This is an optimization exercise on Yosys and OpenROAD, whose aim is small area, not a production implementation. Function was checked by simulation only, so behaviour that the tests miss may differ from the original.

## flow/design.v

```verilog
package alb_pkg;
    localparam int SAMPLE_W   = 10;     
    localparam int LEVEL_W    = 5;      
    localparam int CFG_W      = 4;      
    localparam int CFG_IDX_W  = 2;
    localparam int WINDOW_LEN = 10;
    localparam int SUM_W      = 14;     
endpackage
module alb_window (
    input  logic                          aclk,
    input  logic                          aresetn,
    input  logic                          upd,       
    input  logic [alb_pkg::SAMPLE_W-1:0]  in_sample,
    output logic [alb_pkg::SUM_W-1:0]     sum_m10
);
    localparam int N = alb_pkg::WINDOW_LEN;
    localparam int W = alb_pkg::SUM_W;
    logic [alb_pkg::SAMPLE_W-1:0] ent [N];    
    logic [3:0]                   cnt;        
    logic                         first;
    logic [W-1:0]                 op_b, op_c, csa_s, csa_c, sum_next;
    assign first = (cnt == 4'd0);
    assign op_b = first ? {3'b000, in_sample, 1'b0} : {4'b0000, in_sample};
    assign op_c = first ? {1'b0, in_sample, 3'b000} : ~{4'b0000, ent[N-1]};
    always_comb begin
        logic c;
        csa_s    = sum_m10 ^ op_b ^ op_c;
        csa_c    = {(sum_m10[W-2:0] & op_b[W-2:0]) | (sum_m10[W-2:0] & op_c[W-2:0]) | (op_b[W-2:0] & op_c[W-2:0]), !first};
        c        = 1'b0;
        for (int i = 0; i < W; i++) begin
            sum_next[i] = csa_s[i] ^ csa_c[i] ^ c;
            c           = (csa_s[i] & csa_c[i]) | (csa_s[i] & c) | (csa_c[i] & c);
        end
    end
    always_ff @(posedge aclk) begin
        if (upd) begin
            ent[0] <= in_sample;
            for (int i = 1; i < N - 1; i++) begin
                ent[i] <= ent[i-1];
            end
        end
        if (upd && (first || cnt == 4'(N))) begin
            ent[N-1] <= first ? in_sample : ent[N-2];
        end
    end
    always_ff @(posedge aclk) begin
        if (!aresetn) begin
            cnt     <= '0;
            sum_m10 <= 14'h3ff6;    
        end else if (upd) begin
            if (cnt != 4'(N)) begin
                cnt <= cnt + 4'd1;
            end
            sum_m10 <= sum_next;
        end
    end
endmodule
module alb_scale (
    input  logic                       aclk,
    input  logic                       aresetn,
    input  logic                       in_valid,
    output logic                       in_ready,
    input  logic [alb_pkg::SUM_W-1:0]  sum_m10,
    output logic                       out_valid,
    input  logic                       out_ready,
    input  logic [alb_pkg::CFG_W-1:0]  min_level,
    input  logic [alb_pkg::CFG_W-1:0]  max_level,
    output logic [alb_pkg::CFG_W-1:0]  target
);
    function automatic [4:0] div10_step(input [4:0] v);
        case (v)
            5'd10:   div10_step = {1'b1, 4'd0};
            5'd11:   div10_step = {1'b1, 4'd1};
            5'd12:   div10_step = {1'b1, 4'd2};
            5'd13:   div10_step = {1'b1, 4'd3};
            5'd14:   div10_step = {1'b1, 4'd4};
            5'd15:   div10_step = {1'b1, 4'd5};
            5'd16:   div10_step = {1'b1, 4'd6};
            5'd17:   div10_step = {1'b1, 4'd7};
            5'd18:   div10_step = {1'b1, 4'd8};
            5'd19:   div10_step = {1'b1, 4'd9};
            default: div10_step = {1'b0, v[3:0]};
        endcase
    endfunction
    function automatic [13:0] add14(input [13:0] a, input [13:0] b, input cin);
        logic c;
        c = cin;
        for (int i = 0; i < 14; i++) begin
            add14[i] = a[i] ^ b[i] ^ c;
            c        = (a[i] & b[i]) | (a[i] & c) | (b[i] & c);
        end
    endfunction
    logic        va_reg, vp_reg, ra, rp;
    logic [9:0]  a, a_reg;
    logic        zero_reg;
    logic [3:0]  d;
    logic        crossed;
    logic [13:0] p;
    logic [3:0]  p_hi_reg, p_lo_reg;
    logic        p_ones_reg;
    logic [3:0]  quot;
    assign rp       = !vp_reg || out_ready;
    assign ra       = !va_reg || rp;
    assign in_ready = ra;
    always_comb begin
        logic [3:0] r;
        logic [4:0] o;
        r = sum_m10[13:10];
        for (int i = 9; i >= 0; i--) begin
            o    = div10_step({r, sum_m10[i]});
            a[i] = o[4];
            r    = o[3:0];
        end
    end
    always_comb begin
        logic b;
        b = 1'b0;
        for (int i = 0; i < 4; i++) begin
            d[i] = max_level[i] ^ min_level[i] ^ b;
            b    = (!max_level[i] & min_level[i]) | (!(max_level[i] ^ min_level[i]) & b);
        end
        crossed = b;
    end
    always_comb begin
        logic [13:0] acc;
        acc = d[0] ? 14'(a_reg) << 1 : 14'(a_reg);
        acc = add14(acc, d[1] ? 14'(a_reg) << 1 : 14'd0, 1'b0);
        acc = add14(acc, d[2] ? 14'(a_reg) << 2 : 14'd0, 1'b0);
        acc = add14(acc, d[3] ? 14'(a_reg) << 3 : 14'd0, 1'b0);
        p   = acc;
    end
    always_comb begin
        logic cc;
        cc = 1'b1;
        for (int i = 0; i < 4; i++) begin
            cc = (p_lo_reg[i] & p_hi_reg[i]) | (p_lo_reg[i] & cc) | (p_hi_reg[i] & cc);
        end
        cc = cc & p_ones_reg;
        for (int i = 0; i < 4; i++) begin
            quot[i] = p_hi_reg[i] ^ cc;
            cc      = cc & p_hi_reg[i];
        end
    end
    always_comb begin
        logic b;
        b = 1'b0;
        for (int i = 0; i < 4; i++) begin
            target[i] = max_level[i] ^ quot[i] ^ b;
            b         = (!max_level[i] & quot[i]) | (!(max_level[i] ^ quot[i]) & b);
        end
    end
    always_ff @(posedge aclk) begin
        if (!aresetn) begin
            va_reg <= 1'b0;
            vp_reg <= 1'b0;
        end else begin
            if (ra) begin
                va_reg <= in_valid;
            end
            if (rp) begin
                vp_reg <= va_reg;
            end
        end
    end
    always_ff @(posedge aclk) begin
        if (in_valid && ra) begin
            a_reg    <= a;
            zero_reg <= sum_m10[13] & sum_m10[12];
        end
        if (va_reg && rp) begin
            p_hi_reg   <= crossed ? d : (zero_reg ? 4'd0 : p[13:10]);
            p_lo_reg   <= crossed ? 4'hf : p[3:0];
            p_ones_reg <= crossed || (!zero_reg && (&p[9:4]));
        end
    end
    assign out_valid = vp_reg;
endmodule
module alb_level (
    input  logic [alb_pkg::CFG_W-1:0]  target,
    input  logic [alb_pkg::CFG_W-1:0]  level,
    output logic [alb_pkg::CFG_W-1:0]  level_next,
    output logic                       moved
);
    logic below;    
    always_comb begin
        logic b;
        b = 1'b0;
        for (int i = 0; i < 4; i++) begin
            b = (!target[i] & level[i]) | (!(target[i] ^ level[i]) & b);
        end
        below = b;
        moved = (target != level);
    end
    always_comb begin
        logic c;
        c = 1'b0;
        for (int i = 0; i < 4; i++) begin
            level_next[i] = level[i] ^ (i == 0 ? moved : below) ^ c;
            c             = (level[i] & (i == 0 ? moved : below)) | (level[i] & c) | ((i == 0 ? moved : below) & c);
        end
    end
endmodule
module ambient_light_brightness_tracker (
    input  logic                  aclk,
    input  logic                  aresetn,
    input  logic                  cfg_wr_en,
    input  logic [alb_pkg::CFG_IDX_W-1:0]  cfg_index,
    input  logic [alb_pkg::CFG_W-1:0]      cfg_wdata,
    input  logic                  s_valid,
    output logic                  s_ready,
    input  logic [alb_pkg::SAMPLE_W-1:0]   s_light_sample,
    output logic                  m_valid,
    input  logic                  m_ready,
    output logic signed [alb_pkg::LEVEL_W-1:0] m_level,
    output logic                  m_level_written,
    output logic signed [alb_pkg::LEVEL_W-1:0] m_target_level
);
    logic                        auto_enable;
    logic [alb_pkg::CFG_W-1:0]   manual_level, min_level, max_level;
    logic                        v1, r1, r2, upd;
    logic [alb_pkg::SUM_W-1:0]   sum_m10;
    logic [alb_pkg::CFG_W-1:0]   target, level_reg, level_next;
    logic                        moved;
    always_ff @(posedge aclk) begin
        if (!aresetn) begin
            auto_enable  <= 1'b1;
            manual_level <= 4'd8;
            min_level    <= 4'd0;
            max_level    <= 4'd15;
        end else if (cfg_wr_en) begin
            case (cfg_index)
                2'd0: auto_enable  <= cfg_wdata[0];
                2'd1: manual_level <= cfg_wdata;
                2'd2: min_level    <= cfg_wdata;
                2'd3: max_level    <= cfg_wdata;
                default: ;
            endcase
        end
    end
    assign r1      = !v1 || r2;
    assign s_ready = r1;
    assign upd     = s_valid && r1 && auto_enable;
    alb_window u_window (
        .aclk      (aclk),
        .aresetn   (aresetn),
        .upd       (upd),
        .in_sample (s_light_sample),
        .sum_m10   (sum_m10)
    );
    alb_scale u_scale (
        .aclk      (aclk),
        .aresetn   (aresetn),
        .in_valid  (v1),
        .in_ready  (r2),
        .sum_m10   (sum_m10),
        .out_valid (m_valid),
        .out_ready (m_ready),
        .min_level (min_level),
        .max_level (max_level),
        .target    (target)
    );
    alb_level u_level (
        .target     (target),
        .level      (level_reg),
        .level_next (level_next),
        .moved      (moved)
    );
    always_ff @(posedge aclk) begin
        if (!aresetn) begin
            v1        <= 1'b0;
            level_reg <= '0;
        end else begin
            if (r1) begin
                v1 <= s_valid;
            end
            if (m_valid && m_ready && auto_enable) begin
                level_reg <= level_next;
            end
        end
    end
    assign m_level         = auto_enable ? {1'b0, level_next} : {1'b0, manual_level};
    assign m_level_written = auto_enable ? moved : 1'b1;
    assign m_target_level  = auto_enable ? {1'b0, target} : 5'd0;
endmodule
```

## flow/flow/run.sh

```bash
#!/bin/bash
# Standard layout, with two changes: ABC maps for area only (flow/abc_area.script
# replaces ORFS's abc_area.script in a copy of the ORFS scripts), and the port
# buffers are the smallest buffer. Every tool's output goes to a log here.
set -euo pipefail
rm -rf scr
cp -r "$FLOW_HOME/scripts" scr
cp flow/abc_area.script scr/abc_area.script
bash standard.sh SCRIPTS_DIR="$PWD/scr" BUFFER_PORTS_ARGS="-buffer_cell sky130_fd_sc_hd__buf_1" > make_finish.log 2>&1
```

## flow/flow/abc_area.script

```
strash
dch
map -a -B 0.9
strash
dch
map -a -B 0.9
topo
```

## flow/standard.sh

```bash
#!/bin/bash
# synth_recipe.tcl (not shown) runs the flow's synth.tcl, then flattens the netlist and writes it again
# the make line also repeats each setting of config.mk as NAME=value (left out here)
make -C /OpenROAD-flow-scripts/flow DESIGN_CONFIG=/design/flow/config.mk WORK_HOME=/design/flow/orfs CLKGATE_MAP_FILE= SYNTH_SCRIPT=/design/flow/synth_recipe.tcl "${@:-finish}"
```

## flow/config.mk

```make
export PLATFORM = sky130hd
export DESIGN_NAME = ambient_light_brightness_tracker
export DESIGN_NICKNAME = ambient_light_brightness_tracker
export VERILOG_FILES = /design/flow/design.v
export SDC_FILE = /design/flow/constraint.sdc
export NUM_CORES = 4
export LEC_CHECK = 0
export ABC_AREA = 1
export CAP_MARGIN = 20
export CORE_MARGIN = 2
export CORE_UTILIZATION = 40
export CTS_BUF_LIST = sky130_fd_sc_hd__clkbuf_8
export PLACE_DENSITY = 0.6
export SLEW_MARGIN = 20
```

## flow/constraint.sdc

```tcl
create_clock -name core_clock -period 7.0 [get_ports {aclk}]
set_input_delay 1.4000 -clock core_clock [delete_from_list [all_inputs] [get_ports {aclk}]]
set_output_delay 1.4000 -clock core_clock [all_outputs]
set_load 0.01 [all_outputs]
```

==> impl_metrics.env, run 1 <==
export IMPL_period_share_pct=96.5
export IMPL_grt_max_degree=83
export IMPL_fin_skew_ns=0.0129
export IMPL_h_tree_depth=4
export IMPL_synth_edff_count=120
export IMPL_hpwl_mm=9.48
export IMPL_numCtsBuffers=17
export IMPL_cts_tree="built"
export IMPL_antenna_found_initial=0
export IMPL_start_util_pct=40.4
export IMPL_post_synth_top_count_cell="edfxtp_1"
export IMPL_synth_common_cells="120 x edfxtp_1, 107 x clkinv_1, 107 x nor2_1"
export IMPL_cts_buffer_depth=2
export IMPL_largest_register_ffs=100
export IMPL_first_pass_iters=5
export IMPL_cts_sinks=158
export IMPL_grt_pass1_wl_mm=22.1
export IMPL_overflow=0
export IMPL_portBuffers=31
export IMPL_tightest_slew_ns=0.919
export IMPL_netlist_area_sq_um=7820
export IMPL_period_needed_ns=6.76
export IMPL_die_x_um=144
export IMPL_hold_buffers=0
export IMPL_synth_top_area_share_pct=46.1
export IMPL_vias=4912
export IMPL_clock_fmax_mhz=148
export IMPL_max_cap_violations=0
export IMPL_dieArea_sq_um=20700
export IMPL_path_clk_slew_ns=0.10
export IMPL_max_slew_margin_pct=38.5
export IMPL_yosysTopAreaCell="edfxtp_1"
export IMPL_num_io_pins=34
export IMPL_syn_area_per_cell_sq_um=11.2
export IMPL_postRouteAntennaNets=0
export IMPL_synth_area_top_cells="edfxtp_1 46%, fa_1 15%, dfxtp_1 9.7%, clkinv_1 5.1%, nor2_1 5.1%"
export IMPL_synth_async_reset_ratio_pct=0
export IMPL_drv_slew=0
export IMPL_multi_input_area_sq_um=3160
export IMPL_clk_latency_ns=0.45
export IMPL_cp_required_ns=7.30
export IMPL_yosys_most_used_dff="edfxtp_1"
export IMPL_fillerInstances=1767
export IMPL_synth_seq_cells=158
export IMPL_grtUsageTotal_pct=13.9
export IMPL_gp_congestion=0.748
export IMPL_finalSetupViolations=0
export IMPL_routedWlPerCell_um=12.6
export IMPL_syn2layout_area_growth_pct=14.2
export IMPL_start_kind="flop"
export IMPL_syn_inst=701
export IMPL_ys_seq_area_share_pct=55.8
export IMPL_seq_area_sq_um=4370
export IMPL_drt_first_iter_violations=215
export IMPL_drc_errors=0
export IMPL_rows=51
export IMPL_die_y_um=144
export IMPL_core_sq_um=19300
export IMPL_arrival_ns=7.05
export IMPL_hold_viol=0
export IMPL_utilization_pct=46.2
export IMPL_synth_cell_types=29
export IMPL_end_kind="flop"
export IMPL_diodes=0
export IMPL_hold_class="flop to flop"
export IMPL_vias_per_cell=4.70
export IMPL_nets=865
export IMPL_crit_fanout=2
export IMPL_grt_pass1_vias=4757
export IMPL_yosysWarningCount=5
export IMPL_drt_wl_total_mm=13.1
export IMPL_fin_hold_ws_ns=0.415
export IMPL_root_buffer="clkbuf_8"
export IMPL_drive_gt1_share_pct=12.8
export IMPL_outcome="complete, no violations"
export IMPL_crit_type="flop to flop"
==> worst max-delay path, stage by stage (launching register included) <==
cell and delay (ns):
dfxtp_2 0.33, clkinv_1 0.08, ha_2 0.18, fa_2 0.55
nor2_1 0.05, ha_1 0.18, clkinv_1 0.05, fa_1 0.16
clkinv_1 0.07, fa_1 0.37, fa_1 0.39, fa_2 0.35
fa_2 0.35, fa_2 0.35, fa_2 0.35, fa_1 0.49
fa_2 0.41, fa_2 0.48, fa_1 0.44, fa_1 0.38
clkinv_1 0.07, fa_1 0.40, o22ai_1 0.11
==> metal layers <==
| layer | up-vias | part of all wire [%] | GRT usage, % | wire, um |
|---|---|---|---|---|
| li1 | 2486 | - | - | - |
| met1 | 2354 | 47 | 17.9 | 6170 |
| met2 | 61 | 49 | 23.5 | 6370 |
| met3 | 11 | 3.3 | 3.73 | 432 |
| met4 | 0 | 1.0 | 3.72 | 137 |
| met5 | - | 0 | 0 | 0 |
==> per-stage QoR <==
stage	TNS [ns]	worst slack [ns]	std cells	instance area (sq um)
finish	0	0.243	1045	8930
global route	-0.00876	-0.00876	1045	8930
floorplan	0	0.0146	702	7860
global placement	-0.318	-0.318	1011	8400
CTS	0	0.0359	1044	8860
detailed placement	-0.472	-0.371	1011	8400
==> layout make-up <==
cell class                      instances  share of cell area (%)
Inverter                              107                    4.53
Multi-Input combinational cell        435                    35.4
Tap cell                              265                    3.71
Timing Repair Buffer                   49                    2.82
Clock inverter                         14                    2.00
Sequential cell                       158                    48.9
Clock buffer                           17                    2.62
==> layout by cell type (no fill, tap or decap), types with 18 or more instances in the layout <==
| cell type | instances |
|---|---|
| a21oi_1 | 49 |
| buf_1 | 29 |
| clkinv_1 | 107 |
| dfxtp_1 | 37 |
| edfxtp_1 | 120 |
| fa_1 | 32 |
| fa_2 | 25 |
| ha_1 | 18 |
| nand2_1 | 71 |
| nor2_1 | 106 |
| o21ai_0 | 61 |
==> cell families (layout without fill, tap and decap cells) <==
group                      count (synthesis)  after routing  share of synthesized area (%)
other                                      1              2                         0.0480
xor gates and xnor gates                   7              7                          0.784
DFF                                      158            158                           55.8
adders and majority gates                 76             76                           17.6
and+or+nand+nor                          213            213                           11.0
AOI/OAI and AO/OA                        137            137                           9.35
buffers and inverters                    109            187                           5.33
==> path summary, 6_finish.rpt <==
path / start / to / slack [ns] / depth (start not counted)
max reg2reg: max_level[0]$_SDFFE_PN1P_ / u_scale.p_hi_reg[2]$_DFFE_PP_ / 0.24 / 22
min: u_window.ent[1][8]$_DFFE_PP_ / u_window.ent[2][8]$_DFFE_PP_ / 0.41 / 0
max: max_level[0]$_SDFFE_PN1P_ / u_scale.p_hi_reg[2]$_DFFE_PP_ / 0.24 / 22
min reg2reg: u_window.ent[1][8]$_DFFE_PP_ / u_window.ent[2][8]$_DFFE_PP_ / 0.41 / 0
==> what timing repair did <==
action | in CTS | in global routing
setup buffers | 2 | 0
gates resized for setup | 12 | 23
pin swaps | 5 | 8
gates cloned | 0 | 0
setup endpoints to repair | 1 | 7
==> inputs of run 2 (changes only) <==
==> flow/flow/run.sh (replaced) <==
#!/bin/bash
# Standard layout, with three changes: ABC maps for area only (flow/abc_area.script
# replaces ORFS's abc_area.script in a copy of the ORFS scripts), the port
# buffers are the smallest buffer, and clock tree synthesis adds no dummy loads.
# Every tool's output goes to a log here.
set -euo pipefail
rm -rf scr
cp -r "$FLOW_HOME/scripts" scr
cp flow/abc_area.script scr/abc_area.script
bash standard.sh SCRIPTS_DIR="$PWD/scr" BUFFER_PORTS_ARGS="-buffer_cell sky130_fd_sc_hd__buf_1" \
    CTS_ARGS="-sink_clustering_enable -repair_clock_nets -buf_list sky130_fd_sc_hd__clkbuf_16 -dont_use_dummy_load -sink_clustering_size 40 -sink_clustering_max_diameter 150" \
    > make_finish.log 2>&1
==> impl_metrics.env, run 2 <==
export IMPL_die_x_um=144
export IMPL_seq_area_sq_um=4360
export IMPL_drc_errors=0
export IMPL_fin_hold_ws_ns=0.415
export IMPL_grtUsageTotal_pct=14.0
export IMPL_dieArea_sq_um=20700
export IMPL_syn_area_per_cell_sq_um=11.2
export IMPL_vias=4918
export IMPL_crit_fanout=2
export IMPL_min_path_cells=0
export IMPL_cp_common_cell="fa_2"
export IMPL_yosysWarningCount=5
export IMPL_rrSetupSlack_ns=0.27
export IMPL_period_needed_ns=6.73
export IMPL_postRouteAntennaNets=0
export IMPL_final_cells=1031
export IMPL_arrival_ns=6.98
export IMPL_synth_cell_types=29
export IMPL_grt_max_degree=83
export IMPL_start_util_pct=40.4
export IMPL_clk_latency_ns=0.42
export IMPL_final_cell_mix="120 x edfxtp_1, 106 x nor2_1, 105 x clkinv_1"
export IMPL_vias_per_cell=4.77
export IMPL_synth_seq_cells=158
export IMPL_rsz0062_at_grt="false"
export IMPL_multi_input_area_sq_um=3170
export IMPL_path_clk_slew_ns=0.07
export IMPL_end_kind="flop"
export IMPL_tns_ns=0
export IMPL_drive_gt1_share_pct=11.5
export IMPL_synth_edff_count=120
export IMPL_fillerInstances=1758
export IMPL_outcome="complete, no violations"
export IMPL_hold_class="flop to flop"
export IMPL_period_share_pct=96.1
export IMPL_final_common_cell="edfxtp_1"
export IMPL_first_pass_iters=4
export IMPL_routedWlPerCell_um=12.8
export IMPL_die_y_um=144
export IMPL_hold_buffers=0
export IMPL_hold_start="u_window.ent[5][7]$_DFFE_PP_"
export IMPL_drt_first_iter_violations=207
export IMPL_root_buffer="clkbuf_16"
export IMPL_h_tree_depth=4
export IMPL_timing_rr_end="u_scale.p_hi_reg[2]$_DFFE_PP_"
export IMPL_max_cap_violations=0
export IMPL_dpl_cell_count=1011
export IMPL_cts_tree="built"
export IMPL_grt_pass1_vias=4765
export IMPL_syn_inst=701
export IMPL_grt_pass1_wl_mm=22.1
export IMPL_rows=51
export IMPL_drt_wl_total_mm=13.2
export IMPL_synth_top_area_share_pct=46.1
export IMPL_synth_area_top_cells="edfxtp_1 46%, fa_1 15%, dfxtp_1 9.7%, clkinv_1 5.1%, nor2_1 5.1%"
export IMPL_yosysTopAreaCell="edfxtp_1"
export IMPL_portBuffers=31
export IMPL_yosys_most_used_dff="edfxtp_1"
export IMPL_hold_viol=0
export IMPL_crit_family="adder cells"
export IMPL_cts_buffer_depth=2
export IMPL_slowest_delay_ns=0.56
export IMPL_clock_fmax_mhz=149
export IMPL_cp_required_ns=7.25
export IMPL_num_io_pins=34
export IMPL_antenna_found_initial=0
export IMPL_core_sq_um=19300
export IMPL_synth_async_reset_ratio_pct=0
export IMPL_finalSetupViolations=0
export IMPL_max_slew_margin_pct=38.6
export IMPL_cts_sinks=158
export IMPL_hpwl_mm=9.48
export IMPL_drv_slew=0
export IMPL_ys_seq_area_share_pct=55.8
export IMPL_synth_common_cells="120 x edfxtp_1, 107 x clkinv_1, 107 x nor2_1"
export IMPL_start_kind="flop"
export IMPL_nets=865
export IMPL_worst_r2r_cell_count=22
export IMPL_post_synth_top_count_cell="edfxtp_1"
export IMPL_holdPathEnd="u_window.ent[6][7]$_DFFE_PP_"
export IMPL_diodes=0
export IMPL_crit_type="flop to flop"
export IMPL_cp_cell_sequence="inv_2 -> ha_2 -> fa_2 -> nor2_1 -> ha_1 -> clkinv_1 -> fa_1 -> clkinv_1 -> fa_2 -> fa_1 -> fa_2 -> fa_2 -> fa_2 -> fa_2 -> fa_1 -> fa_2 -> fa_2 -> fa_1 -> fa_1 -> clkinv_1 -> fa_1 -> o22ai_1"
export IMPL_tightest_slew_ns=0.917
export IMPL_worst_path_max_delay_cell="fa_2"
export IMPL_overflow=0
export IMPL_numCtsBuffers=17
export IMPL_gp_congestion=0.748
export IMPL_netlist_area_sq_um=7820
export IMPL_rr_startpoint="max_level[0]$_SDFFE_PN1P_"
export IMPL_syn2layout_area_growth_pct=14.4
export IMPL_crit_buf_inv=4
export IMPL_largest_register_ffs=100
export IMPL_fin_skew_ns=0.0202
## run 2: worst max-delay path by stage
| stage | depth (start not counted) | slack [ns] | from | endpoint |
|---|---|---|---|---|
| after global routing | 44 | 0.01 | u_window.sum_m10[13]$_SDFFE_PN1P_ | u_scale.a_reg[0]$_DFFE_PP_ |
| after global placement | 25 | -0.32 | s_light_sample[0] | u_window.sum_m10[13]$_SDFFE_PN1P_ |
| after floorplan | 24 | 0.01 | s_light_sample[0] | u_window.sum_m10[13]$_SDFFE_PN1P_ |
| final | 22 | 0.27 | max_level[0]$_SDFFE_PN1P_ | u_scale.p_hi_reg[2]$_DFFE_PP_ |
| after CTS | 22 | 0.02 | max_level[0]$_SDFFE_PN1P_ | u_scale.p_hi_reg[2]$_DFFE_PP_ |
| after detailed placement | 25 | -0.37 | s_light_sample[0] | u_window.sum_m10[13]$_SDFFE_PN1P_ |
## run 2: logic make-up (layout without fill, tap and decap cells)
| kind of cell | count (synthesis) | in the layout | share of synthesized area [%] |
|---|---|---|---|
| xor gates and xnor gates | 7 | 7 | 0.784 |
| other | 1 | 2 | 0.0480 |
| and+or+nand+nor | 213 | 213 | 11.0 |
| buffers and inverters | 109 | 173 | 5.33 |
| DFF | 158 | 158 | 55.8 |
| AOI/OAI and AO/OA | 137 | 137 | 9.35 |
| adders and majority gates | 76 | 76 | 17.6 |
## run 2: cell type report
| class | count | share of cell area, % |
|---|---|---|
| tap | 265 | 3.71 |
| clock buffer | 17 | 4.76 |
| multi-input combinational | 435 | 35.4 |
| sequential | 158 | 48.8 |
| inverter | 107 | 4.51 |
| timing repair buffer | 49 | 2.80 |
## run 2: stage by stage
step                setup slack, ns  instance area (sq um)  util (%)
global route                 0.0116                   8940      46.2
global placement             -0.318                   8400      43.5
finish                        0.271                   8940      46.2
detailed placement           -0.371                   8400      43.5
CTS                          0.0208                   8870      45.9
floorplan                    0.0146                   7860         -
## run 2: repair_timing
action	4_1_cts	5_1_grt
pin swaps	4	5
setup endpoints to repair	1	7
cloned	0	0
gates resized for setup	10	25
buffers inserted	2	0
## run 2: metal layers
| layer | track usage (%) | wire, um | part of all wire (%) |
|---|---|---|---|
| met1 | 17.8 | 6120 | 46 |
| met2 | 23.2 | 6410 | 49 |
| met3 | 4.23 | 494 | 3.7 |
| met4 | 4.23 | 157 | 1.2 |
| met5 | 0 | 0 | 0 |
==> inputs of run 3 (changes only) <==
--- a/flow/flow/run.sh
+++ b/flow/flow/run.sh
@@ -9,4 +9,4 @@
 cp flow/abc_area.script scr/abc_area.script
 bash standard.sh SCRIPTS_DIR="$PWD/scr" BUFFER_PORTS_ARGS="-buffer_cell sky130_fd_sc_hd__buf_1" \
-    CTS_ARGS="-sink_clustering_enable -repair_clock_nets -buf_list sky130_fd_sc_hd__clkbuf_16 -dont_use_dummy_load -sink_clustering_size 40 -sink_clustering_max_diameter 150" \
+    CTS_ARGS="-sink_clustering_enable -repair_clock_nets -buf_list sky130_fd_sc_hd__clkbuf_8 -dont_use_dummy_load -sink_clustering_size 30 -sink_clustering_max_diameter 120" \
     > make_finish.log 2>&1
==> impl_metrics.env, run 3 <==
export IMPL_outcome="complete, no violations"
export IMPL_first_pass_iters=4
export IMPL_fin_skew_ns=0.0317
export IMPL_overflow=0
export IMPL_synth_seq_cells=158
export IMPL_netlist_area_sq_um=7820
export IMPL_grt_pass1_wl_mm=22.0
export IMPL_start_util_pct=40.4
export IMPL_period_share_pct=96.7
export IMPL_drv_slew=0
export IMPL_portBuffers=31
export IMPL_largest_register_ffs=100
export IMPL_synth_edff_count=120
export IMPL_rr_startpoint="max_level[0]$_SDFFE_PN1P_"
export IMPL_yosysWarningCount=5
export IMPL_drc_errors=0
export IMPL_max_cap_violations=0
export IMPL_drt_wl_total_mm=13.1
export IMPL_cts_buffer_depth=2
export IMPL_synth_area_top_cells="edfxtp_1 46%, fa_1 15%, dfxtp_1 9.7%, clkinv_1 5.1%, nor2_1 5.1%"
export IMPL_synth_common_cells="120 x edfxtp_1, 107 x clkinv_1, 107 x nor2_1"
export IMPL_max_slew_margin_pct=38.0
export IMPL_rrSetupSlack_ns=0.23
export IMPL_final_common_cell="edfxtp_1"
export IMPL_timing_rr_end="u_scale.p_hi_reg[2]$_DFFE_PP_"
export IMPL_route_met2_wl_mm=6.35
export IMPL_period_needed_ns=6.77
export IMPL_cp_cell_sequence="inv_2 -> ha_2 -> fa_2 -> nor2_1 -> ha_1 -> clkinv_1 -> fa_1 -> clkinv_1 -> fa_1 -> fa_1 -> fa_2 -> fa_2 -> fa_2 -> fa_2 -> fa_1 -> fa_2 -> fa_2 -> fa_1 -> fa_1 -> clkinv_1 -> fa_1 -> o22ai_1"
export IMPL_crit_end="u_scale.p_hi_reg[2]$_DFFE_PP_"
export IMPL_postRouteAntennaNets=0
export IMPL_hold_class="flop to flop"
export IMPL_routedWlPerCell_um=12.8
export IMPL_syn_area_per_cell_sq_um=11.2
export IMPL_finalSetupViolations=0
export IMPL_crit_fanout=2
export IMPL_cp_required_ns=7.27
export IMPL_dieArea_sq_um=20700
export IMPL_hpwl_mm=9.48
export IMPL_die_y_um=144
export IMPL_nets=865
export IMPL_cts_sinks=158
export IMPL_ys_seq_area_share_pct=55.8
export IMPL_numCtsBuffers=17
export IMPL_arrival_ns=7.04
export IMPL_drt_first_iter_violations=217
export IMPL_diodes=0
export IMPL_hold_buffers=0
export IMPL_start_kind="flop"
export IMPL_path_clk_slew_ns=0.09
export IMPL_gp_congestion=0.748
export IMPL_yosys_most_used_dff="edfxtp_1"
export IMPL_clk_latency_ns=0.45
export IMPL_syn2layout_area_growth_pct=11.9
export IMPL_final_cell_mix="120 x edfxtp_1, 106 x nor2_1, 105 x clkinv_1"
export IMPL_drive_gt1_share_pct=11.4
export IMPL_crit_family="adder cells"
export IMPL_dpl_instance_area_sq_um=8400
export IMPL_synth_top_area_share_pct=46.1
export IMPL_grt_max_degree=83
export IMPL_h_tree_depth=4
export IMPL_num_io_pins=34
export IMPL_synth_async_reset_ratio_pct=0
export IMPL_grt_pass1_vias=4752
export IMPL_cp_startpoint="max_level[0]$_SDFFE_PN1P_"
export IMPL_highest_layer="met4"
export IMPL_met1Wirelength_mm=6.23
export IMPL_fin_area_sq_um=8750
export IMPL_worst_r2r_cell_count=22
export IMPL_cts_tree="built"
export IMPL_slowest_delay_ns=0.55
export IMPL_post_synth_top_count_cell="edfxtp_1"
export IMPL_die_x_um=144
export IMPL_tightest_slew_ns=0.930
export IMPL_hold_viol=0
export IMPL_vias_per_cell=4.74
export IMPL_crit_buf_inv=4
export IMPL_wl_met3_um=424
export IMPL_clock_fmax_mhz=148
export IMPL_antenna_found_initial=0
export IMPL_grtUsageTotal_pct=13.9
export IMPL_syn_inst=701
export IMPL_core_sq_um=19300
export IMPL_path_depth=22
export IMPL_end_kind="flop"
export IMPL_yosysTopAreaCell="edfxtp_1"
export IMPL_utilization_pct=45.2
export IMPL_worst_path_max_delay_cell="fa_2"
export IMPL_fillerInstances=1788
export IMPL_vias=4892
export IMPL_root_buffer="clkbuf_8"
export IMPL_rows=51
export IMPL_synth_cell_types=29
export IMPL_crit_type="flop to flop"
## run 3: cell count changes in the layout (fill, tap and decap cells not counted), sizes merged
cell	change
clkinv	-1
inv	+1
## run 3: final cells by class
class	instances	area, sq um	share of cell area [%]
Multi-Input combinational cell	435	3160	36.2
Tap cell	265	332	3.79
Timing Repair Buffer	49	250	2.86
Sequential cell	158	4360	49.9
Inverter	107	404	4.62
Clock buffer	17	234	2.67
## run 3: worst min-delay path by stage
| stage | depth (start not counted) | to | slack (ns) | from |
|---|---|---|---|---|
| after detailed placement | 0 | u_window.ent[5][4]$_DFFE_PP_ | 0.40 | u_window.ent[4][4]$_DFFE_PP_ |
| final | 0 | u_window.ent[6][7]$_DFFE_PP_ | 0.41 | u_window.ent[5][7]$_DFFE_PP_ |
| after floorplan | 0 | u_window.ent[1][0]$_DFFE_PP_ | 0.40 | u_window.ent[0][0]$_DFFE_PP_ |
| after global routing | 0 | u_window.ent[6][7]$_DFFE_PP_ | 0.40 | u_window.ent[5][7]$_DFFE_PP_ |
| after global placement | 0 | u_window.ent[2][7]$_DFFE_PP_ | 0.40 | u_window.ent[1][7]$_DFFE_PP_ |
| after CTS | 0 | u_window.ent[6][7]$_DFFE_PP_ | 0.40 | u_window.ent[5][7]$_DFFE_PP_ |
## run 3: worst reg2reg max path, cell delays in order (launching register included)
cell	delay (ns)
dfxtp_1	0.33
inv_2	0.04
ha_2	0.17
fa_2	0.55
nor2_1	0.05
ha_1	0.18
clkinv_1	0.06
fa_1	0.16
clkinv_1	0.07
fa_1	0.37
fa_1	0.39
fa_2	0.35
fa_2	0.35
fa_2	0.35
fa_2	0.35
fa_1	0.50
fa_2	0.41
fa_2	0.40
fa_1	0.51
fa_1	0.43
clkinv_1	0.07
fa_1	0.40
o22ai_1	0.12
## run 3: per-layer routing
| metal | track usage (%) | vias to the layer above |
|---|---|---|
| li1 | - | 2470 |
| met1 | 17.8 | 2350 |
| met2 | 23.2 | 61 |
| met3 | 3.73 | 11 |
| met4 | 4.18 | 0 |
| met5 | 0 | - |
## run 3: repair_timing
item	4_1_cts	5_1_grt
endpoints found under the setup margin	1	7
gates resized for setup	12	23
setup buffers	2	0
pin swaps	5	10
## run 3: per-stage QoR
| step | cells | hold WS [ns] | worst slack (ns) | setup TNS [ns] |
|---|---|---|---|---|
| 2_1_floorplan | 702 | 0.400 | 0.0146 | 0 |
| 3_3_place_gp | 1011 | 0.401 | -0.318 | -0.318 |
| 3_5_place_dp | 1011 | 0.405 | -0.371 | -0.472 |
| 4_1_cts | 1030 | 0.405 | 0.0227 | 0 |
| 5_1_grt | 1031 | 0.405 | -0.00332 | -0.00332 |
| 6_report | 1031 | 0.412 | 0.229 | 0 |
## run 3: cell families after synthesis
kind of cell | synth area share (%)
DFF | 55.8
AOI/OAI and AO/OA | 9.35
xor gates and xnor gates | 0.784
and+or+nand+nor | 11.0
buffers and inverters | 5.33
other | 0.0480
adders and majority gates | 17.6
==> inputs of run 4 (changes only) <==
--- a/flow/flow/run.sh
+++ b/flow/flow/run.sh
@@ -9,4 +9,4 @@
 cp flow/abc_area.script scr/abc_area.script
 bash standard.sh SCRIPTS_DIR="$PWD/scr" BUFFER_PORTS_ARGS="-buffer_cell sky130_fd_sc_hd__buf_1" \
-    CTS_ARGS="-sink_clustering_enable -repair_clock_nets -buf_list sky130_fd_sc_hd__clkbuf_8 -dont_use_dummy_load -sink_clustering_size 30 -sink_clustering_max_diameter 120" \
+    CTS_ARGS="-sink_clustering_enable -repair_clock_nets -buf_list sky130_fd_sc_hd__clkbuf_8 -dont_use_dummy_load" \
     > make_finish.log 2>&1
--- a/flow/config.mk
+++ b/flow/config.mk
@@ -11,4 +11,6 @@
 export CORE_UTILIZATION = 40
 export CTS_BUF_LIST = sky130_fd_sc_hd__clkbuf_8
+export GPL_ROUTABILITY_DRIVEN = 0
+export GPL_TIMING_DRIVEN = 0
 export PLACE_DENSITY = 0.6
 export SLEW_MARGIN = 20
==> impl_metrics.env, run 4 <==
export IMPL_outcome="complete, no violations"
export IMPL_synth_cell_types=29
export IMPL_overflow=0
export IMPL_synth_seq_cells=158
export IMPL_period_needed_ns=6.76
export IMPL_first_pass_iters=4
export IMPL_die_x_um=144
export IMPL_drt_first_iter_violations=247
export IMPL_h_tree_depth=4
export IMPL_final_common_cell="edfxtp_1"
export IMPL_holdPathEnd="u_window.ent[4][0]$_DFFE_PP_"
export IMPL_worst_r2r_cell_count=22
export IMPL_rows=51
export IMPL_timing_rr_end="u_scale.p_hi_reg[2]$_DFFE_PP_"
export IMPL_start_kind="flop"
export IMPL_rrSetupSlack_ns=0.24
export IMPL_grt_pass1_vias=4769
export IMPL_final_cells=1028
export IMPL_dpl_cell_count=1004
export IMPL_rsz0062_at_grt="false"
export IMPL_syn2layout_area_growth_pct=12.8
export IMPL_vias_per_cell=4.76
export IMPL_postRouteAntennaNets=0
export IMPL_synth_edff_count=120
export IMPL_path_clk_slew_ns=0.09
export IMPL_cts_tree="built"
export IMPL_hold_buffers=0
export IMPL_fin_skew_ns=0.0284
export IMPL_drive_gt1_share_pct=11.3
export IMPL_largest_register_ffs=100
export IMPL_max_slew_margin_pct=37.7
export IMPL_min_path_cells=0
export IMPL_grt_pass1_wl_mm=22.1
export IMPL_routedWlPerCell_um=12.8
export IMPL_diodes=0
export IMPL_crit_fanout=3
export IMPL_netlist_area_sq_um=7820
export IMPL_synth_common_cells="120 x edfxtp_1, 107 x clkinv_1, 107 x nor2_1"
export IMPL_syn_inst=701
export IMPL_hpwl_mm=9.55
export IMPL_end_kind="flop"
export IMPL_nets=862
export IMPL_tns_ns=0
export IMPL_synth_top_area_share_pct=46.1
export IMPL_dieArea_sq_um=20700
export IMPL_hold_class="flop to flop"
export IMPL_grtUsageTotal_pct=13.7
export IMPL_arrival_ns=7.03
export IMPL_root_buffer="clkbuf_8"
export IMPL_period_share_pct=96.6
export IMPL_hold_start="u_window.ent[3][0]$_DFFE_PP_"
export IMPL_rr_startpoint="max_level[0]$_SDFFE_PN1P_"
export IMPL_drc_errors=0
export IMPL_num_io_pins=34
export IMPL_antenna_found_initial=0
export IMPL_drv_slew=0
export IMPL_synth_area_top_cells="edfxtp_1 46%, fa_1 15%, dfxtp_1 9.7%, clkinv_1 5.1%, nor2_1 5.1%"
export IMPL_grt_max_degree=24
export IMPL_crit_type="flop to flop"
export IMPL_numCtsBuffers=17
export IMPL_clock_fmax_mhz=148
export IMPL_core_sq_um=19300
export IMPL_yosysWarningCount=5
export IMPL_yosysTopAreaCell="edfxtp_1"
export IMPL_tightest_slew_ns=0.935
export IMPL_vias=4889
export IMPL_cts_sinks=158
export IMPL_ys_seq_area_share_pct=55.8
export IMPL_cp_required_ns=7.26
export IMPL_die_y_um=144
export IMPL_syn_area_per_cell_sq_um=11.2
export IMPL_final_cell_mix="120 x edfxtp_1, 105 x nor2_1, 104 x clkinv_1"
export IMPL_yosys_most_used_dff="edfxtp_1"
export IMPL_cts_buffer_depth=2
export IMPL_post_synth_top_count_cell="edfxtp_1"
export IMPL_portBuffers=31
export IMPL_finalSetupViolations=0
export IMPL_drt_wl_total_mm=13.2
export IMPL_clk_latency_ns=0.45
export IMPL_synth_async_reset_ratio_pct=0
export IMPL_max_cap_violations=0
export IMPL_start_util_pct=40.4
export IMPL_hold_viol=0
-- run 4: cell types whose count changed in the layout (fill, tap and decap cells not counted), moves of 2 or more --
cell / before / now
o21ai_0: 61 / 59
fa_2: 26 / 24
buf_16: 0 / 2
xnor2_1: 3 / 5
buf_8: 0 / 4
xnor2_2: 2 / 0
buf_4: 17 / 8
fa_1: 31 / 33
-- run 4: logic make-up after synthesis --
logic type | count (synthesis) | share of synthesized area (%)
simple gates | 213 | 11.0
fa+ha+maj | 76 | 17.6
flops | 158 | 55.8
compound gates | 137 | 9.35
xor+xnor | 7 | 0.784
other cells | 1 | 0.0480
buf+inv | 109 | 5.33
-- run 4: through the flow --
| stage | utilization (%) | setup slack [ns] | instance area (sq um) | hold WS [ns] |
|---|---|---|---|---|
| 3_3_place_gp | 42.9 | -1.53 | 8300 | 0.401 |
| 6_report | 45.6 | 0.237 | 8820 | 0.415 |
| 5_1_grt | 45.6 | 0.00200 | 8820 | 0.423 |
| 3_5_place_dp | 43.5 | -0.408 | 8420 | 0.405 |
| 4_1_cts | 45.0 | -0.0151 | 8700 | 0.414 |
| 2_1_floorplan | - | 0.0146 | 7860 | 0.400 |
-- run 4: per-layer routing --
metal | global-route usage (%) | vias to the layer above | wire (um)
li1 | - | 2467 | -
met1 | 17.7 | 2354 | 6330
met2 | 22.8 | 57 | 6260
met3 | 3.40 | 11 | 460
met4 | 4.08 | 0 | 153
met5 | 0 | - | 0
-- run 4: what timing repair did --
item / CTS / global route
gates cloned: 0 / 1
setup endpoints to repair: 5 / 8
buffers inserted: 3 / 3
resized for setup: 8 / 33
pin swaps: 1 / 8
-- run 4: cell type report --
| cell class | count | area, sq um |
|---|---|---|
| Sequential cell | 158 | 4360 |
| Clock buffer | 17 | 234 |
| Timing Repair Buffer | 43 | 278 |
| Multi-Input combinational cell | 436 | 3190 |
| Tap cell | 265 | 332 |
| Buffer | 2 | 15.0 |
| Inverter | 107 | 409 |
| Fill cell | 1789 | 10500 |
-- run 4: worst max-delay path by stage --
stage                                   start                           endpoint  slack (ns)
floorplan                   s_light_sample[0]  u_window.sum_m10[13]$_SDFFE_PN1P_        0.01
global placement                      m_ready       u_window.ent[9][9]$_DFFE_PP_       -1.53
detailed placement          s_light_sample[0]  u_window.sum_m10[13]$_SDFFE_PN1P_       -0.41
CTS                 max_level[0]$_SDFFE_PN1P_      u_scale.p_hi_reg[2]$_DFFE_PP_       -0.02
global route                s_light_sample[0]  u_window.sum_m10[13]$_SDFFE_PN1P_       0.002
finish              max_level[0]$_SDFFE_PN1P_      u_scale.p_hi_reg[2]$_DFFE_PP_        0.24
-- run 4: critical path, cell delays in order (launching register included) --
cell	delay, ns
dfxtp_1	0.32
inv_2	0.05
ha_4	0.15
fa_2	0.56
nor2_1	0.06
ha_1	0.19
clkinv_1	0.06
fa_1	0.16
clkinv_1	0.07
fa_2	0.34
fa_1	0.41
fa_2	0.35
fa_2	0.43
fa_1	0.45
fa_2	0.35
fa_1	0.39
fa_2	0.36
fa_2	0.35
fa_1	0.51
fa_1	0.43
clkinv_1	0.07
fa_1	0.40
o22ai_1	0.13
==> inputs of run 5 (changes only) <==
==> flow/flow/abc_area.script (replaced) <==
strash
dch
amap
topo
--- a/flow/config.mk
+++ b/flow/config.mk
@@ -11,6 +11,4 @@
 export CORE_UTILIZATION = 40
 export CTS_BUF_LIST = sky130_fd_sc_hd__clkbuf_8
-export GPL_ROUTABILITY_DRIVEN = 0
-export GPL_TIMING_DRIVEN = 0
 export PLACE_DENSITY = 0.6
 export SLEW_MARGIN = 20
==> impl_metrics.env, run 5 <==
export IMPL_outcome="complete, no violations"
export IMPL_period_needed_ns=6.83
export IMPL_start_kind="flop"
export IMPL_gp_congestion=0.818
export IMPL_period_share_pct=97.6
export IMPL_hold_viol=0
export IMPL_antenna_found_initial=0
export IMPL_routedWlPerCell_um=14.0
export IMPL_crit_type="flop to flop"
export IMPL_utilization_pct=45.9
export IMPL_drt_first_iter_violations=292
export IMPL_crit_fanout=4
export IMPL_core_sq_um=19300
export IMPL_tightest_slew_ns=0.893
export IMPL_synth_seq_cells=158
export IMPL_numCtsBuffers=17
export IMPL_vias=4939
export IMPL_synth_area_top_cells="edfxtp_1 46%, fa_1 15%, dfxtp_1 9.7%, clkinv_1 4.9%, nor2_1 4.2%"
export IMPL_final_cell_mix="120 x edfxtp_1, 89 x clkinv_1, 81 x nor2_1"
export IMPL_grt_max_degree=73
export IMPL_final_common_cell="edfxtp_1"
export IMPL_hold_buffers=0
export IMPL_syn2layout_area_growth_pct=13.4
export IMPL_slowest_delay_ns=0.59
export IMPL_drive_gt1_share_pct=15.3
export IMPL_dp_slack_ns=-0.351
export IMPL_cp_required_ns=7.17
export IMPL_clk_latency_ns=0.45
export IMPL_cts_buffer_depth=2
export IMPL_finalSetupViolations=0
export IMPL_first_pass_iters=4
export IMPL_cts_sinks=158
export IMPL_largest_register_ffs=100
export IMPL_max_slew_margin_pct=40.5
export IMPL_vias_per_cell=5.06
export IMPL_max_cap_violations=0
export IMPL_fillerInstances=1783
export IMPL_rsz0062_at_grt="true"
export IMPL_arrival_ns=7.00
export IMPL_cp_common_cell="fa_2"
export IMPL_path_clk_slew_ns=0.06
export IMPL_yosysWarningCount=5
export IMPL_cp_cell_sequence="inv_2 -> ha_4 -> fa_2 -> nor2_2 -> ha_2 -> inv_2 -> fa_2 -> inv_2 -> fa_2 -> fa_2 -> fa_2 -> fa_2 -> fa_1 -> fa_2 -> fa_2 -> fa_2 -> fa_2 -> fa_1 -> fa_2 -> inv_2 -> fa_1 -> o22ai_2"
export IMPL_overflow=0
export IMPL_drt_wl_total_mm=13.7
export IMPL_hpwl_mm=9.84
export IMPL_post_synth_top_count_cell="edfxtp_1"
export IMPL_nets=810
export IMPL_die_y_um=144
export IMPL_num_io_pins=34
export IMPL_fin_hold_ws_ns=0.420
export IMPL_drc_errors=0
export IMPL_synth_async_reset_ratio_pct=0
export IMPL_hold_class="flop to flop"
export IMPL_portBuffers=31
export IMPL_h_tree_depth=4
export IMPL_worst_path_max_delay_cell="fa_2"
export IMPL_fin_area_sq_um=8850
export IMPL_synth_edff_count=120
export IMPL_dpl_instance_area_sq_um=8350
export IMPL_dieArea_sq_um=20600
export IMPL_ys_seq_area_share_pct=55.9
export IMPL_syn_inst=649
export IMPL_grtUsageTotal_pct=14.1
export IMPL_end_kind="flop"
export IMPL_postRouteAntennaNets=0
export IMPL_rows=51
export IMPL_root_buffer="clkbuf_8"
export IMPL_drv_slew=0
export IMPL_die_x_um=144
export IMPL_fin_skew_ns=0.0289
export IMPL_diodes=0
export IMPL_synth_cell_types=36
export IMPL_grt_pass1_wl_mm=22.7
export IMPL_syn_area_per_cell_sq_um=12.0
export IMPL_start_util_pct=40.5
export IMPL_grt_pass1_vias=4857
export IMPL_yosysTopAreaCell="edfxtp_1"
export IMPL_synth_top_area_share_pct=46.2
export IMPL_yosys_most_used_dff="edfxtp_1"
export IMPL_worst_slack_ns=0.167
export IMPL_netlist_area_sq_um=7800
export IMPL_cts_tree="built"
export IMPL_clock_fmax_mhz=146
export IMPL_synth_common_cells="120 x edfxtp_1, 101 x clkinv_1, 87 x nor2_1"
-- run 5: cell families (layout without fill, tap and decap cells) --
family,count (synthesis),count (layout),share of synthesized area [%]
flip-flops,158,158,55.9
buffers and inverters,103,164,5.05
AO/OA/AOI/OAI,155,155,12.4
AND/OR/NAND/NOR,156,156,8.88
adder cells (fa/ha/maj),76,76,17.7
other,1,2,0.0481
-- run 5: final cells by class --
cell class | instances | area, sq um | area share [%]
Sequential cell | 158 | 4370 | 49.4
Multi-Input combinational cell | 389 | 3290 | 37.2
Inverter | 101 | 387 | 4.37
Tap cell | 265 | 332 | 3.75
Clock buffer | 17 | 234 | 2.64
Timing Repair Buffer | 46 | 229 | 2.59
-- run 5: final timing paths --
check                                from                       endpoint  slack [ns]  cells past startpoint
min reg2reg  u_window.ent[2][0]$_DFFE_PP_   u_window.ent[3][0]$_DFFE_PP_        0.42                      0
max reg2reg     max_level[0]$_SDFFE_PN1P_  u_scale.p_hi_reg[2]$_DFFE_PP_        0.17                     22
max             max_level[0]$_SDFFE_PN1P_  u_scale.p_hi_reg[2]$_DFFE_PP_        0.17                     22
min          u_window.ent[2][0]$_DFFE_PP_   u_window.ent[3][0]$_DFFE_PP_        0.42                      0
-- run 5: through the flow --
step,setup TNS [ns],instances
3_5_place_dp,-0.806,956
4_1_cts,0,973
2_1_floorplan,0,650
5_1_grt,-0.199,976
6_report,0,976
3_3_place_gp,-0.399,956
-- run 5: layer usage --
layer | GRT usage, % | vias to the layer above | share of wire, %
met5 | 0 | - | 0
met4 | 5.26 | 0 | 1.6
met3 | 3.23 | 18 | 3.1
met2 | 24.1 | 68 | 50
met1 | 17.5 | 2462 | 45
li1 | - | 2391 | -
-- run 5: worst max-delay path, delay by kind of cell (launching register included) --
kind                       cells  cell delay (ns)
adders and majority gates     16             5.95
DFF                            1             0.32
buffers and inverters          4             0.17
AOI/OAI and AO/OA              1             0.07
and+or+nand+nor                1             0.06
-- run 5: timing repair --
| item | CTS | global route |
|---|---|---|
| gates cloned | 0 | 0 |
| hold endpoints to repair | 0 | 0 |
| setup buffers | 0 | 3 |
| setup endpoints to repair | 2 | 5 |
| pin swaps | 10 | 20 |
| gates resized for setup | 27 | 56 |
==> inputs of run 6 (changes only) <==
==> flow/flow/abc_area.script (replaced) <==
strash
dch
map -a -B 0.9
mfs
strash
dch
map -a -B 0.9
topo
==> impl_metrics.env, run 6 <==
export IMPL_die_x_um=143
export IMPL_start_util_pct=40.4
export IMPL_grt_pass1_vias=4695
export IMPL_portBuffers=31
export IMPL_hpwl_mm=9.27
export IMPL_drt_wl_total_mm=12.9
export IMPL_rrSetupSlack_ns=0.13
export IMPL_fin_skew_ns=0.0278
export IMPL_dpl_instance_area_sq_um=8380
export IMPL_routedWlPerCell_um=12.7
export IMPL_clock_fmax_mhz=146
export IMPL_synth_compound_area_share_pct=9.54
export IMPL_grt_max_degree=87
export IMPL_syn_area_per_cell_sq_um=11.3
export IMPL_synth_top_family_by_area="adder cells"
export IMPL_min_path_cells=0
export IMPL_crit_fanout=3
export IMPL_synth_common_cells="120 x edfxtp_1, 105 x clkinv_1, 101 x nor2_1"
export IMPL_hold_viol=0
export IMPL_gp_congestion=0.772
export IMPL_finalSetupViolations=0
export IMPL_synth_edff_count=120
export IMPL_antenna_found_initial=0
export IMPL_nets=856
export IMPL_synth_top_area_share_pct=46.3
export IMPL_synth_cell_types=29
export IMPL_rows=51
export IMPL_worst_r2r_cell_count=22
export IMPL_drt_first_iter_violations=249
export IMPL_synth_adder_area_share_pct=17.7
export IMPL_yosys_area_share_simple_pct=10.3
export IMPL_path_clk_slew_ns=0.07
export IMPL_post_synth_top_count_cell="edfxtp_1"
export IMPL_synth_seq_cells=158
export IMPL_tightest_slew_ns=0.996
export IMPL_yosysTopAreaCell="edfxtp_1"
export IMPL_max_slew_margin_pct=33.6
export IMPL_grtUsageTotal_pct=13.6
export IMPL_hold_buffers=0
export IMPL_arrival_ns=7.04
export IMPL_ys_seq_area_share_pct=56.1
export IMPL_fin_area_sq_um=8780
export IMPL_outcome="complete, no violations"
export IMPL_netlist_area_sq_um=7780
export IMPL_period_needed_ns=6.87
export IMPL_cts_tree="built"
export IMPL_cts_sinks=158
export IMPL_worst_slack_ns=0.128
export IMPL_muxShareOfSynthArea_pct=0
export IMPL_drc_errors=0
export IMPL_end_kind="flop"
export IMPL_yosysWarningCount=5
export IMPL_num_io_pins=34
export IMPL_final_cell_mix="120 x edfxtp_1, 99 x nor2_1, 94 x clkinv_1"
export IMPL_first_pass_iters=4
export IMPL_rsz0062_at_grt="true"
export IMPL_period_share_pct=98.2
export IMPL_syn_inst=690
export IMPL_die_y_um=143
export IMPL_largest_register_ffs=100
export IMPL_core_sq_um=19300
export IMPL_yosys_most_used_dff="edfxtp_1"
export IMPL_vias=4836
export IMPL_clk_latency_ns=0.44
export IMPL_overflow=0
export IMPL_h_tree_depth=4
export IMPL_cts_buffer_depth=2
export IMPL_synth_area_top_cells="edfxtp_1 46%, fa_1 15%, dfxtp_1 9.8%, clkinv_1 5.1%, nor2_1 4.9%"
export IMPL_start_kind="flop"
export IMPL_vias_per_cell=4.73
export IMPL_syn2layout_area_growth_pct=12.9
export IMPL_diodes=0
export IMPL_synthXorXnorAreaFrac_pct=1.01
export IMPL_synth_async_reset_ratio_pct=0
export IMPL_final_common_cell="edfxtp_1"
export IMPL_cp_required_ns=7.17
export IMPL_postRouteAntennaNets=0
export IMPL_drv_slew=0
export IMPL_grt_pass1_wl_mm=21.9
export IMPL_drive_gt1_share_pct=14.1
export IMPL_crit_type="flop to flop"
export IMPL_root_buffer="clkbuf_8"
export IMPL_max_cap_violations=0
export IMPL_hold_class="flop to flop"
export IMPL_numCtsBuffers=17
export IMPL_dieArea_sq_um=20600
export IMPL_dp_slack_ns=-0.362
==> run 6: cell count changes after synthesis, moves of 7 or more <==
cell,previous run,this run
or2_2,0,7
o21ai_0,42,70
o22ai_1,26,7
o221ai_1,7,0
o21a_1,16,0
a21oi_1,33,52
or2_0,22,0
nand2_1,19,68
nor2_1,87,101
==> run 6: stage by stage <==
| step | instances | setup TNS (ns) | hold WS (ns) | utilization (%) |
|---|---|---|---|---|
| after global routing | 1022 | -0.0591 | 0.420 | 45.5 |
| after floorplan | 691 | 0 | 0.400 | - |
| final | 1022 | 0 | 0.411 | 45.5 |
| after detailed placement | 1002 | -0.476 | 0.405 | 43.5 |
| after global placement | 1001 | -0.294 | 0.401 | 43.4 |
| after CTS | 1020 | 0 | 0.413 | 44.9 |
==> run 6: what timing repair did <==
item                       in CTS  in global routing
setup endpoints to repair       1                  7
pin swaps                       3                 26
setup buffers                   1                  2
resized for setup              13                 45
cloned                          0                  0
==> run 6: final timing paths <==
kind                                                    from                       endpoint
worst min-delay path            u_window.ent[5][1]$_DFFE_PP_   u_window.ent[6][1]$_DFFE_PP_
worst min register to register  u_window.ent[5][1]$_DFFE_PP_   u_window.ent[6][1]$_DFFE_PP_
worst max register to register     max_level[0]$_SDFFE_PN1P_  u_scale.p_hi_reg[2]$_DFFE_PP_
worst max-delay path               max_level[0]$_SDFFE_PN1P_  u_scale.p_hi_reg[2]$_DFFE_PP_
==> run 6: worst max-delay path, cell delays in order, from the launching register on <==
cell and delay (ns):
dfxtp_2 0.33, inv_2 0.05, ha_4 0.15, fa_2 0.57, nor2_2 0.04, ha_2 0.17
inv_2 0.06, fa_2 0.18, inv_2 0.04, fa_1 0.40, fa_2 0.35, fa_2 0.43
fa_2 0.41, fa_2 0.40, fa_2 0.40, fa_2 0.40, fa_2 0.41, fa_2 0.41
fa_1 0.57, fa_2 0.21, inv_2 0.04, fa_1 0.54, o22ai_2 0.06
==> run 6: cells by family after synthesis <==
group / count (synthesis)
adders and majority gates: 76
buffers and inverters: 107
AOI/OAI and AO/OA: 140
xor gates and xnor gates: 9
DFF: 158
other: 1
and+or+nand+nor: 199
==> run 6: metal layers <==
metal | GRT usage, % | wire length [um] | vias up | part of all wire (%)
met1 | 17.7 | 6200 | 2318 | 48
met5 | 0 | 0 | - | 0
met2 | 22.9 | 6250 | 61 | 48
met4 | 3.56 | 86 | 0 | 0.66
li1 | - | - | 2449 | -
met3 | 3.53 | 408 | 8 | 3.2
==> run 6: final cells by class <==
type,instances,area (sq um)
multi-input cells,426,3170
well taps,265,332
fillers,1808,10500
flip-flops and latches,158,4370
inverters,105,395
clock buffers,17,234
repair buffers,51,275
==> inputs of run 7 (changes only) <==
==> flow/flow/abc_area.script (replaced) <==
strash
dch
map -a -B 0.9
strash
dch
map -a -B 0.9
topo
==> impl_metrics.env, run 7 <==
export IMPL_outcome="complete, no violations"
export IMPL_gp_congestion=0.748
export IMPL_worst_r2r_cell_count=22
export IMPL_antenna_found_initial=0
export IMPL_hold_buffers=0
export IMPL_tns_ns=0
export IMPL_overflow=0
export IMPL_crit_fanout=2
export IMPL_yosys_most_used_dff="edfxtp_1"
export IMPL_max_slew_margin_pct=38.0
export IMPL_finalSetupViolations=0
export IMPL_yosysTopAreaCell="edfxtp_1"
export IMPL_drive_gt1_share_pct=11.4
export IMPL_cp_required_ns=7.27
export IMPL_synth_edff_count=120
export IMPL_num_io_pins=34
export IMPL_synth_async_reset_ratio_pct=0
export IMPL_yosysWarningCount=5
export IMPL_period_share_pct=96.7
export IMPL_rows=51
export IMPL_final_cells=1031
export IMPL_dpl_cell_count=1011
export IMPL_period_needed_ns=6.77
export IMPL_clk_latency_ns=0.45
export IMPL_hold_class="flop to flop"
export IMPL_drv_slew=0
export IMPL_path_clk_slew_ns=0.09
export IMPL_nets=865
export IMPL_cp_cell_sequence="inv_2 -> ha_2 -> fa_2 -> nor2_1 -> ha_1 -> clkinv_1 -> fa_1 -> clkinv_1 -> fa_1 -> fa_1 -> fa_2 -> fa_2 -> fa_2 -> fa_2 -> fa_1 -> fa_2 -> fa_2 -> fa_1 -> fa_1 -> clkinv_1 -> fa_1 -> o22ai_1"
export IMPL_start_util_pct=40.4
export IMPL_synth_area_top_cells="edfxtp_1 46%, fa_1 15%, dfxtp_1 9.7%, clkinv_1 5.1%, nor2_1 5.1%"
export IMPL_worst_slack_ns=0.229
export IMPL_grt_max_degree=83
export IMPL_diodes=0
export IMPL_syn2layout_area_growth_pct=11.9
export IMPL_die_x_um=144
export IMPL_synth_seq_cells=158
export IMPL_syn_inst=701
export IMPL_grt_pass1_wl_mm=22.0
export IMPL_drc_errors=0
export IMPL_start_kind="flop"
export IMPL_final_cell_mix="120 x edfxtp_1, 106 x nor2_1, 105 x clkinv_1"
export IMPL_cts_tree="built"
export IMPL_die_y_um=144
export IMPL_arrival_ns=7.04
export IMPL_cts_sinks=158
export IMPL_dieArea_sq_um=20700
export IMPL_routedWlPerCell_um=12.8
export IMPL_grt_pass1_vias=4752
export IMPL_worst_path_max_delay_cell="fa_2"
export IMPL_syn_area_per_cell_sq_um=11.2
export IMPL_post_synth_top_count_cell="edfxtp_1"
export IMPL_hold_viol=0
export IMPL_max_cap_violations=0
export IMPL_hpwl_mm=9.48
export IMPL_largest_register_ffs=100
export IMPL_portBuffers=31
export IMPL_min_path_cells=0
export IMPL_drt_first_iter_violations=217
export IMPL_numCtsBuffers=17
export IMPL_grtUsageTotal_pct=13.9
export IMPL_clock_fmax_mhz=148
export IMPL_tightest_slew_ns=0.930
export IMPL_slowest_delay_ns=0.55
export IMPL_postRouteAntennaNets=0
export IMPL_synth_cell_types=29
export IMPL_vias_per_cell=4.74
export IMPL_netlist_area_sq_um=7820
export IMPL_end_kind="flop"
export IMPL_drt_wl_total_mm=13.1
export IMPL_first_pass_iters=4
export IMPL_core_sq_um=19300
export IMPL_final_common_cell="edfxtp_1"
export IMPL_fin_skew_ns=0.0317
export IMPL_synth_top_area_share_pct=46.1
export IMPL_synth_common_cells="120 x edfxtp_1, 107 x clkinv_1, 107 x nor2_1"
export IMPL_crit_type="flop to flop"
export IMPL_root_buffer="clkbuf_8"
export IMPL_h_tree_depth=4
export IMPL_vias=4892
export IMPL_cts_buffer_depth=2
export IMPL_ys_seq_area_share_pct=55.8
export IMPL_dp_slack_ns=-0.371
-- run 7: changes by cell type after synthesis, sizes merged, moves of 2 or more --
cell    before  now
nor2       101  107
o211ai       0    2
xor2         4    2
clkinv     105  107
nand3       12   14
o21ai       70   65
or2          7    9
nand2       68   71
-- run 7: cell type report --
class	instances	area [sq um]
inverter	107	404
multi-input combinational	435	3160
clock buffer	17	234
fill	1788	10600
timing repair buffer	49	250
sequential	158	4360
tap	265	332
-- run 7: stage by stage --
stage          hold WS (ns)  area (sq um)  utilization (%)
6_report              0.412          8750             45.2
5_1_grt               0.405          8750             45.2
4_1_cts               0.405          8680             44.9
3_5_place_dp          0.405          8400             43.5
3_3_place_gp          0.401          8400             43.5
2_1_floorplan         0.400          7860                -
-- run 7: timing repair --
action | in CTS | in global routing
setup buffers | 2 | 0
resized for setup | 12 | 23
pin swaps | 5 | 10
endpoints found under the setup margin | 1 | 7
-- run 7: final timing paths --
| check | start | to | slack, ns |
|---|---|---|---|
| hold reg to reg | u_window.ent[5][7]$_DFFE_PP_ | u_window.ent[6][7]$_DFFE_PP_ | 0.41 |
| setup / recovery | max_level[0]$_SDFFE_PN1P_ | u_scale.p_hi_reg[2]$_DFFE_PP_ | 0.23 |
| setup reg to reg | max_level[0]$_SDFFE_PN1P_ | u_scale.p_hi_reg[2]$_DFFE_PP_ | 0.23 |
| hold / removal | u_window.ent[5][7]$_DFFE_PP_ | u_window.ent[6][7]$_DFFE_PP_ | 0.41 |
-- run 7: cells by family (layout without fill, tap and decap cells) --
logic type	count (synthesis)	count (layout)	share of synthesized area, %
flops	158	158	55.8
compound gates	137	137	9.35
buf+inv	109	173	5.33
other cells	1	2	0.0480
simple gates	213	213	11.0
fa+ha+maj	76	76	17.6
xor+xnor	7	7	0.784
-- run 7: routing by layer --
metal	vias up	global-route usage [%]	share of wire, %
li1	2470	-	-
met1	2350	17.8	47
met2	61	23.2	48
met3	11	3.73	3.2
met4	0	4.18	1.1
met5	-	0	0
-- run 7: critical path: cells and delay by family (launching register included) --
kind            cells  cell delay, ns
buf+inv             4            0.23
fa+ha+maj          16            5.87
simple gates        1            0.05
compound gates      1            0.12
flops               1            0.33

port drivers added, routing unchanged:
Ports are ideal in the flow. The routed layouts listed here were re-timed in OpenROAD. Step 1 (the two cells are an assumption about what drives the block):
set clk [get_ports {aclk}]
set_driving_cell -lib_cell sky130_fd_sc_hd__clkbuf_16 $clk
set_driving_cell -lib_cell sky130_fd_sc_hd__buf_2 [delete_from_list [all_inputs] $clk]
Step 2, shift: input delay + t, output delay - t, t = (earliest + latest rising clock arrival at the registers) / 2. This alone moves slack from input paths to output paths. a / b / c = ideal ports / drivers / drivers and shift; a / b = the first two.
| run | t, ns | setup WS [ns] | latest minus earliest clock arrival (ns) | worst data-port slew with drivers (ns) |
|---|---|---|---|---|
| run 1 | 0.481 | 0.243 / 0.243 / -0.134 | 0.014 / 0.014 | 0.04 |
| run 2 | 0.454 | 0.271 / 0.271 / -0.086 | 0.025 / 0.025 | 0.04 |
| run 3 | 0.473 | 0.229 / 0.229 / -0.077 | 0.035 / 0.035 | 0.04 |
| run 4 | 0.471 | 0.237 / 0.237 / -0.119 | 0.032 / 0.032 | 0.03 |
| run 5 | 0.475 | 0.167 / 0.167 / -0.227 | 0.029 / 0.029 | 0.03 |
| run 6 | 0.458 | 0.128 / 0.128 / -0.151 | 0.034 / 0.033 | 0.03 |
| run 7 | 0.473 | 0.229 / 0.229 / -0.077 | 0.035 / 0.035 | 0.04 |
Met with ideal ports but missed after step 2: setup timing in every run listed. The setup slack of run 5, which loses most, moves by 0.000 ns with the drivers and by -0.394 ns with both steps.
